This is an optimization exercise on Yosys and OpenROAD, whose aim is small area, a short achievable clock period and few clock cycles, not a production implementation. At most, simulation tests tie the RTL to the original design; equivalence was not proved.

== main ==
==> flow/design.v <==
package ppu_tile_pkg;
  typedef logic [16-1:0] pattern_t;  
  typedef logic [4-1:0] row_id_t;  
  typedef logic [5-1:0] popcount_t;  
  typedef logic [16-1:0] subset_vec_t;  
  function automatic popcount_t count_ones(input pattern_t pat);
    popcount_t n;
    n = '0;
    for (int i = 0; i < 16; i++) begin
      n = n + {{(5-1){1'b0}}, pat[i]};
    end
    count_ones = n;
  endfunction
  function automatic logic [1:0] fa(input logic a, input logic b, input logic c);
    fa = {(a & b) | (c & (a ^ b)), a ^ b ^ c};
  endfunction
  function automatic popcount_t count_ones_tree(input pattern_t p);
    logic [1:0] s0 [5];  
    logic [1:0] t0, t1, u0, u1, v0, v1, w0;
    logic       b0;
    logic [1:0] c1, c2, c3, d1, d2;
    for (int i = 0; i < 5; i++) s0[i] = fa(p[3*i], p[3*i+1], p[3*i+2]);
    t0 = fa(s0[0][0], s0[1][0], s0[2][0]);
    t1 = fa(s0[3][0], s0[4][0], p[15]);
    u0 = fa(t0[0], t1[0], 1'b0);
    b0 = u0[0];
    c1 = fa(s0[0][1], s0[1][1], s0[2][1]);
    c2 = fa(s0[3][1], s0[4][1], t0[1]);
    c3 = fa(t1[1], u0[1], 1'b0);
    d1 = fa(c1[0], c2[0], c3[0]);
    v0 = fa(c1[1], c2[1], c3[1]);
    v1 = fa(v0[0], d1[1], 1'b0);
    w0 = fa(v0[1], v1[1], 1'b0);
    count_ones_tree = {w0[1], w0[0], v1[0], d1[0], b0};
  endfunction
endpackage
`timescale 1ns/10ps
module ppu_top (
  input  logic                   clk,
  input  logic                   rst_n,
  input  logic                   tile_wr_en,
  input  logic [4-1:0]  tile_wr_addr,
  input  logic [16-1:0] tile_wr_data,
  input  logic [4-1:0]  tile_rd_addr,
  output logic [16-1:0] tile_rd_data,
  output logic [5-1:0]   popcount_rd_data,
  input  logic                   tile_start,
  input  logic                   cfg_auto_repeat,
  output logic                   ppu_busy,
  output logic                   tile_done,
  output logic                   task_valid,
  input  logic                   task_ready,
  output logic [4-1:0]  task_row_id,
  output logic [4-1:0]  task_prefix_id,
  output logic                   task_root,
  output logic [16-1:0] task_pattern,
  output logic [5-1:0]   task_popcount
);
  localparam int R = 16;
  localparam int S = 16;
  localparam int RW = 4;
  localparam int PW = 5;
  logic [R-1:0][S-1:0]  row_pat;
  logic [R-1:0][PW-1:0] row_pc;
  logic          wr_v;
  logic [RW-1:0] wr_a;
  logic [S-1:0]  wr_d;
  logic [PW-1:0] wr_pc;
  assign wr_pc = ppu_tile_pkg::count_ones(wr_d);
  always_ff @(posedge clk) begin
    if (!rst_n) begin
      wr_v <= 1'b0;
    end else begin
      wr_v <= tile_wr_en;
    end
    wr_a <= tile_wr_addr;
    wr_d <= tile_wr_data;
  end
  logic [S-1:0]  pat_wdata;
  logic [PW-1:0] pc_wdata;
  assign pat_wdata = tile_wr_data & {S{rst_n}};
  assign pc_wdata  = wr_pc & {PW{rst_n}};
  always_ff @(posedge clk) begin
    for (int r = 0; r < R; r++) begin
      if (!rst_n || (tile_wr_en && tile_wr_addr == r[RW-1:0])) row_pat[r] <= pat_wdata;
      if (!rst_n || (wr_v && wr_a == r[RW-1:0])) row_pc[r] <= pc_wdata;
    end
  end
  always_ff @(posedge clk) begin
    tile_rd_data     <= row_pat[tile_rd_addr];
    popcount_rd_data <= (wr_v && wr_a == tile_rd_addr) ? wr_pc : row_pc[tile_rd_addr];
  end
  logic          busy;
  logic          xfer;
  logic          last;
  logic          start;
  logic          load;
  logic          idle_a;  
  logic          go;      
  logic          pend;    
  logic          row0_wr;  
  logic [RW-1:0] nrow;  
  logic [S-1:0]  q_pat;
  logic [R-1:0]  cand_n;
  logic [R-1:0]  a_cand;  
  logic [S-1:0]  a_pat;
  assign xfer   = task_valid && task_ready;
  assign last   = task_row_id == {RW{1'b1}};
  assign start  = tile_start && !busy;
  assign go     = (start && !row0_wr) || pend;
  assign load   = go || (xfer && !(last && !cfg_auto_repeat));
  assign idle_a = !busy && !go;
  assign q_pat = row_pat[nrow];
  always_comb begin
    for (int r = 0; r < R; r++) begin
      cand_n[r] = (r < {28'd0, nrow}) && ((row_pat[r] & ~q_pat) == '0);
    end
  end
  always_ff @(posedge clk) begin
    if (!rst_n) begin
      a_cand <= '0;
      a_pat  <= '0;
    end else if (idle_a) begin
      a_cand <= '0;
      a_pat  <= row_pat[0];
    end else if (load) begin
      a_cand <= cand_n;
      a_pat  <= q_pat;
    end
  end
  logic [R-1:0]  keep [PW+1];
  logic [PW-1:0] best_pc;
  logic [R-1:0]  win;  
  logic [S-1:0]  pre_pat;
  logic [RW-1:0] pre_id;
  logic          root;
  logic [PW-1:0] a_pc;
  always_comb begin
    keep[PW] = a_cand;
    for (int b = PW-1; b >= 0; b--) begin
      logic [R-1:0] hit;
      for (int r = 0; r < R; r++) hit[r] = keep[b+1][r] && row_pc[r][b];
      best_pc[b] = |hit;
      keep[b]    = best_pc[b] ? hit : keep[b+1];
    end
  end
  always_comb begin
    logic seen;
    seen = 1'b0;
    for (int r = 0; r < R; r++) begin
      win[r] = keep[0][r] && !seen;
      seen   = seen || keep[0][r];
    end
  end
  always_comb begin
    pre_pat = '0;
    pre_id  = '0;
    for (int r = 0; r < R; r++) begin
      pre_pat = pre_pat | (row_pat[r] & {S{win[r]}});
      pre_id  = pre_id | (r[RW-1:0] & {RW{win[r]}});
    end
  end
  assign root = best_pc == '0;
  assign a_pc = ppu_tile_pkg::count_ones_tree(a_pat);
  always_ff @(posedge clk) begin
    if (!rst_n) begin
      busy       <= 1'b0;
      pend       <= 1'b0;
      row0_wr    <= 1'b0;
      task_valid <= 1'b0;
      tile_done  <= 1'b0;
      nrow       <= 4'd1;
    end else begin
      tile_done <= xfer && last;
      pend      <= start && row0_wr;
      row0_wr   <= tile_wr_en && tile_wr_addr == '0;
      if (start) busy <= 1'b1;
      else if (tile_done && !task_valid) busy <= 1'b0;
      if (load) begin
        task_valid <= 1'b1;
        nrow       <= nrow + 1'b1;
      end else if (xfer) begin
        task_valid <= 1'b0;
      end
    end
  end
  always_ff @(posedge clk) begin
    if (load) begin
      task_row_id    <= nrow - 1'b1;
      task_prefix_id <= root ? '0 : pre_id;
      task_root      <= root;
      task_pattern   <= a_pat ^ pre_pat;  
      task_popcount  <= a_pc - best_pc;
    end
  end
  assign ppu_busy = busy;
endmodule
export LEC_CHECK = 0
export CAP_MARGIN = 20
export CORE_MARGIN = 2
export CORE_UTILIZATION = 35
export SLEW_MARGIN = 20
create_clock -name core_clock -period 30.0 [get_ports {clk}]
standard.sh (not shown) runs the stock make flow with config.mk's settings and CLKGATE_MAP_FILE= SYNTH_SCRIPT=/design/flow/synth_recipe.tcl, a recipe that flattens the netlist after the stock synthesis.
==> flow/flow/run.sh <==
#!/bin/bash
# Standard layout, with timing repair aimed well below the 30 ns clock:
# repair_timing works until every path has this much setup slack.
set -euo pipefail
export SETUP_SLACK_MARGIN=23
bash standard.sh > standard.log 2>&1
Testbench counts of main, summed over its fixed seeds: cycles 13,663.
diff inputs: main => the feature branch
--- a/flow/design.v
+++ b/flow/design.v
@@ -8,32 +8,10 @@
     n = '0;
     for (int i = 0; i < 16; i++) begin
       n = n + {{(5-1){1'b0}}, pat[i]};
     end
     count_ones = n;
-  endfunction
-  function automatic logic [1:0] fa(input logic a, input logic b, input logic c);
-    fa = {(a & b) | (c & (a ^ b)), a ^ b ^ c};
-  endfunction
-  function automatic popcount_t count_ones_tree(input pattern_t p);
-    logic [1:0] s0 [5];  
-    logic [1:0] t0, t1, u0, u1, v0, v1, w0;
-    logic       b0;
-    logic [1:0] c1, c2, c3, d1, d2;
-    for (int i = 0; i < 5; i++) s0[i] = fa(p[3*i], p[3*i+1], p[3*i+2]);
-    t0 = fa(s0[0][0], s0[1][0], s0[2][0]);
-    t1 = fa(s0[3][0], s0[4][0], p[15]);
-    u0 = fa(t0[0], t1[0], 1'b0);
-    b0 = u0[0];
-    c1 = fa(s0[0][1], s0[1][1], s0[2][1]);
-    c2 = fa(s0[3][1], s0[4][1], t0[1]);
-    c3 = fa(t1[1], u0[1], 1'b0);
-    d1 = fa(c1[0], c2[0], c3[0]);
-    v0 = fa(c1[1], c2[1], c3[1]);
-    v1 = fa(v0[0], d1[1], 1'b0);
-    w0 = fa(v0[1], v1[1], 1'b0);
-    count_ones_tree = {w0[1], w0[0], v1[0], d1[0], b0};
   endfunction
 endpackage
 `timescale 1ns/10ps
 module ppu_top (
   input  logic                   clk,
@@ -94,24 +72,20 @@
   logic          xfer;
   logic          last;
   logic          start;
   logic          load;
   logic          idle_a;  
-  logic          go;      
-  logic          pend;    
-  logic          row0_wr;  
   logic [RW-1:0] nrow;  
   logic [S-1:0]  q_pat;
   logic [R-1:0]  cand_n;
   logic [R-1:0]  a_cand;  
   logic [S-1:0]  a_pat;
   assign xfer   = task_valid && task_ready;
   assign last   = task_row_id == {RW{1'b1}};
   assign start  = tile_start && !busy;
-  assign go     = (start && !row0_wr) || pend;
-  assign load   = go || (xfer && !(last && !cfg_auto_repeat));
-  assign idle_a = !busy && !go;
+  assign load   = start || (xfer && !(last && !cfg_auto_repeat));
+  assign idle_a = !busy && !tile_start;
   assign q_pat = row_pat[nrow];
   always_comb begin
     for (int r = 0; r < R; r++) begin
       cand_n[r] = (r < {28'd0, nrow}) && ((row_pat[r] & ~q_pat) == '0);
     end
@@ -120,11 +94,11 @@
     if (!rst_n) begin
       a_cand <= '0;
       a_pat  <= '0;
     end else if (idle_a) begin
       a_cand <= '0;
-      a_pat  <= row_pat[0];
+      a_pat  <= (tile_wr_en && tile_wr_addr == '0) ? tile_wr_data : row_pat[0];
     end else if (load) begin
       a_cand <= cand_n;
       a_pat  <= q_pat;
     end
   end
@@ -159,23 +133,19 @@
       pre_pat = pre_pat | (row_pat[r] & {S{win[r]}});
       pre_id  = pre_id | (r[RW-1:0] & {RW{win[r]}});
     end
   end
   assign root = best_pc == '0;
-  assign a_pc = ppu_tile_pkg::count_ones_tree(a_pat);
+  assign a_pc = ppu_tile_pkg::count_ones(a_pat);
   always_ff @(posedge clk) begin
     if (!rst_n) begin
       busy       <= 1'b0;
-      pend       <= 1'b0;
-      row0_wr    <= 1'b0;
       task_valid <= 1'b0;
       tile_done  <= 1'b0;
       nrow       <= 4'd1;
     end else begin
       tile_done <= xfer && last;
-      pend      <= start && row0_wr;
-      row0_wr   <= tile_wr_en && tile_wr_addr == '0;
       if (start) busy <= 1'b1;
       else if (tile_done && !task_valid) busy <= 1'b0;
       if (load) begin
         task_valid <= 1'b1;
         nrow       <= nrow + 1'b1;
==> run notes <==
Looking at endpoint of the most critical setup path, the task_popcount[4] result is from the feature branch; the task_prefix_id[3] one comes from main.
Of the feature branch and main, it is the feature branch that has the higher ratio of final minimum period to clock period.
Re first-pass GRT wire length: main was lower than the feature branch.
Compare main and the feature branch | transition time at the pin with the least slew margin higher: main
In the flow results for main and the feature branch, the fmax is smaller on the feature branch.
Cell count of the worst reg-to-reg path: the feature branch vs main up 13%
Taking main as the reference, in the feature branch minimum hold slack rose by 0.079 ns; vias after detailed routing rose by 1,036.
Only the layout flow was run in the feature branch; the RTL was not checked for function there.

-- separate check: timing with driven ports --
No port has a modelled driver above. Below, the same layouts with a new extraction and two added sets of constraints.
Step 1, drivers: a clkbuf_16 drives clk and a buf_2 each remaining input, both assumed.
Step 2 adds t to the input delays and takes it off the output delays; t is the mean of the earliest and latest rising clock arrival at the registers after step 1. Input paths then give back, and output paths get back, about the clock's delay inside the block.
a / b / c = ideal / step 1 / step 2; a / b = the first two.
run	shift t [ns]	slack for setup (ns)	worst setup path after step 2	worst data-port slew with drivers (ns)
main	0.683	22.774 / 22.577 / 21.894	input to register	0.52
the feature branch	0.677	22.639 / 22.639 / 21.997	input to register	0.29
After both steps every run listed still meets setup and hold. For main, which loses most, drivers alone change the setup slack by -0.197 ns; drivers and shift together by -0.880 ns.
